This is an optimization exercise on Yosys and OpenROAD, whose aim is small area, a short achievable clock period and few clock cycles, not a production implementation.
The RTL was checked by simulation tests, not by an equivalence proof against the original design.
Power figures rest on the tool's default switching activity, not on a simulated workload.

P:
==> flow/design.v (excerpt) <==
module conv_top (
    input  logic        clk,
    input  logic        reset,
    input  logic [17:0] i_in_data,
    input  logic        i_in_valid,
    input  logic [3:0]  i_in_user,
    output logic        o_in_ready,
    output logic [40:0] o_out_data,
    output logic        o_out_valid,
    input  logic        i_out_ready
);
    localparam int M = 6;            
    logic [21:0] q0;
    logic        hv;               
    logic        push, pop;
    assign o_in_ready = !hv || pop;
    assign push       = i_in_valid && o_in_ready;
    always_ff @(posedge clk) begin
        if (push) q0 <= {i_in_user, i_in_data};
    end
    always_ff @(posedge clk) begin
        if (reset) hv <= 1'b0;
        else hv <= push || (hv && !pop);
    end
    wire [17:0] hd = q0[17:0];
    wire [3:0]  hu = q0[21:18];
    typedef enum logic [1:0] {LS_FIRST, LS_W, LS_B, LS_X} ls_t;
    ls_t         ls;
    logic [2:0]  ka, kb;           
    logic        latest;           
    logic        lsel;             
    logic [1:0]  tq;               
    logic [1:0]  tqn;
    logic        cbusy, csel;      
    logic        at;               
    logic [17:0] mbias;            
    logic [2:0]  k;                
    logic        fe_q;             
    logic [2:0]  kl;               
    logic [4:0]  wcnt;             
    logic [2:0]  lrow, lcol;       
    logic [7:0]  row_full;         
    logic [17:0] biasa, biasb;
    logic [17:0] img [8][8];
    logic [17:0] ringa [25];
    logic [17:0] ringb [25];
    logic        mv, mfirst, mlast;   
    function automatic [4:0] ksq(input [2:0] kv);
        case (kv)
  ...
Size: about 69 I/O pins.
clock: 9.0 ns
lec_check: 0
cap_margin: 20
core_margin: 2
core_utilization: 55
cts_buf_list: sky130_fd_sc_hd__clkbuf_8
setup_slack_margin: 5
slew_margin: 20
run.sh (not shown) runs the stock make flow with config.mk's settings and CLKGATE_MAP_FILE= SYNTH_SCRIPT=/design/flow/synth_recipe.tcl, a recipe that flattens the netlist after the stock synthesis.
Testbench counts of P, summed over its fixed seeds: cycles 6,649.
diff inputs: P => Q
--- a/flow/design.v
+++ b/flow/design.v
@@ -755,32 +755,41 @@
     input  logic [17:0] i_in_data,
     input  logic        i_in_valid,
     input  logic [3:0]  i_in_user,
     output logic        o_in_ready,
     output logic [40:0] o_out_data,
     output logic        o_out_valid,
     input  logic        i_out_ready
 );
     localparam int M = 6;            
-    logic [21:0] q0;
-    logic        hv;               
+    logic [21:0] q0, q1;
+    logic [1:0]  qcnt;
     logic        push, pop;
-    assign o_in_ready = !hv || pop;
-    assign push       = i_in_valid && o_in_ready;
+    logic [1:0]  qcnt_n;
+    assign push   = i_in_valid && o_in_ready;
+    assign qcnt_n = qcnt + {1'b0, push} - {1'b0, pop};
     always_ff @(posedge clk) begin
-        if (push) q0 <= {i_in_user, i_in_data};
+        if (push && (qcnt == 2'd0 || (qcnt == 2'd1 && pop))) q0 <= {i_in_user, i_in_data};
+        else if (pop) q0 <= q1;
+        if (push && ((qcnt == 2'd1 && !pop) || qcnt == 2'd2)) q1 <= {i_in_user, i_in_data};
     end
     always_ff @(posedge clk) begin
-        if (reset) hv <= 1'b0;
-        else hv <= push || (hv && !pop);
+        if (reset) begin
+            qcnt       <= '0;
+            o_in_ready <= 1'b1;
+        end else begin
+            qcnt       <= qcnt_n;
+            o_in_ready <= (qcnt_n != 2'd2);
+        end
     end
     wire [17:0] hd = q0[17:0];
     wire [3:0]  hu = q0[21:18];
+    wire        hv = (qcnt != 2'd0);
     typedef enum logic [1:0] {LS_FIRST, LS_W, LS_B, LS_X} ls_t;
     ls_t         ls;
     logic [2:0]  ka, kb;           
     logic        latest;           
     logic        lsel;             
     logic [1:0]  tq;               
     logic [1:0]  tqn;
     logic        cbusy, csel;      
     logic        at;               
Findings:
The termination of the worst setup path comes out o_in_ready in one run and acc_s[3][24]$_DFFE_PP_ in the other, namely in P and Q respectively.
Per the comparison of Q with P, clock latency reported for the late side of the worst-skew pair increased by 0.02 ns relative to the old numbers, sequential cell count increased by 24 relative to the old numbers, proportion of synthesized chip area in sequential cells closely matched the old numbers.
Post-synthesis compound-gate area fraction: P vs Q — no meaningful difference
Q has post-route standard cell area excluding fillers below what P had.
Against P, total power in Q fell by more than 10%.
Testbench counts of Q, summed over its fixed seeds: cycles 6,649.

-- port drivers added, routing unchanged --
How much do the figures lean on ideal ports? The routed layouts below were timed once more, with nothing changed but the port constraints. Step 1, drivers: a clkbuf_16 drives clk and a buf_2 each remaining input, both assumed. Step 2 adds t to the input delays and takes it off the output delays; t is the mean of the earliest and latest rising clock arrival at the registers after step 1. Input paths then give back, and output paths get back, about the clock's delay inside the block. a / b / c = ideal ports / drivers / drivers and shift; a / b = the first two.
run	t (ns)	setup WS [ns]	latest minus earliest clock arrival (ns)	worst register clock-pin slew, ns	worst slew at a driven data input, ns
P	1.250	4.228 / 4.118 / 3.884	0.110 / 0.110	0.07 / 0.07	0.09
Q	1.270	4.738 / 4.738 / 3.815	0.121 / 0.121	0.07 / 0.07	0.05
After both steps setup and hold are still met in every run listed. The setup slack of Q, which loses most, moves by 0.000 ns with the drivers and by -0.923 ns with both steps.
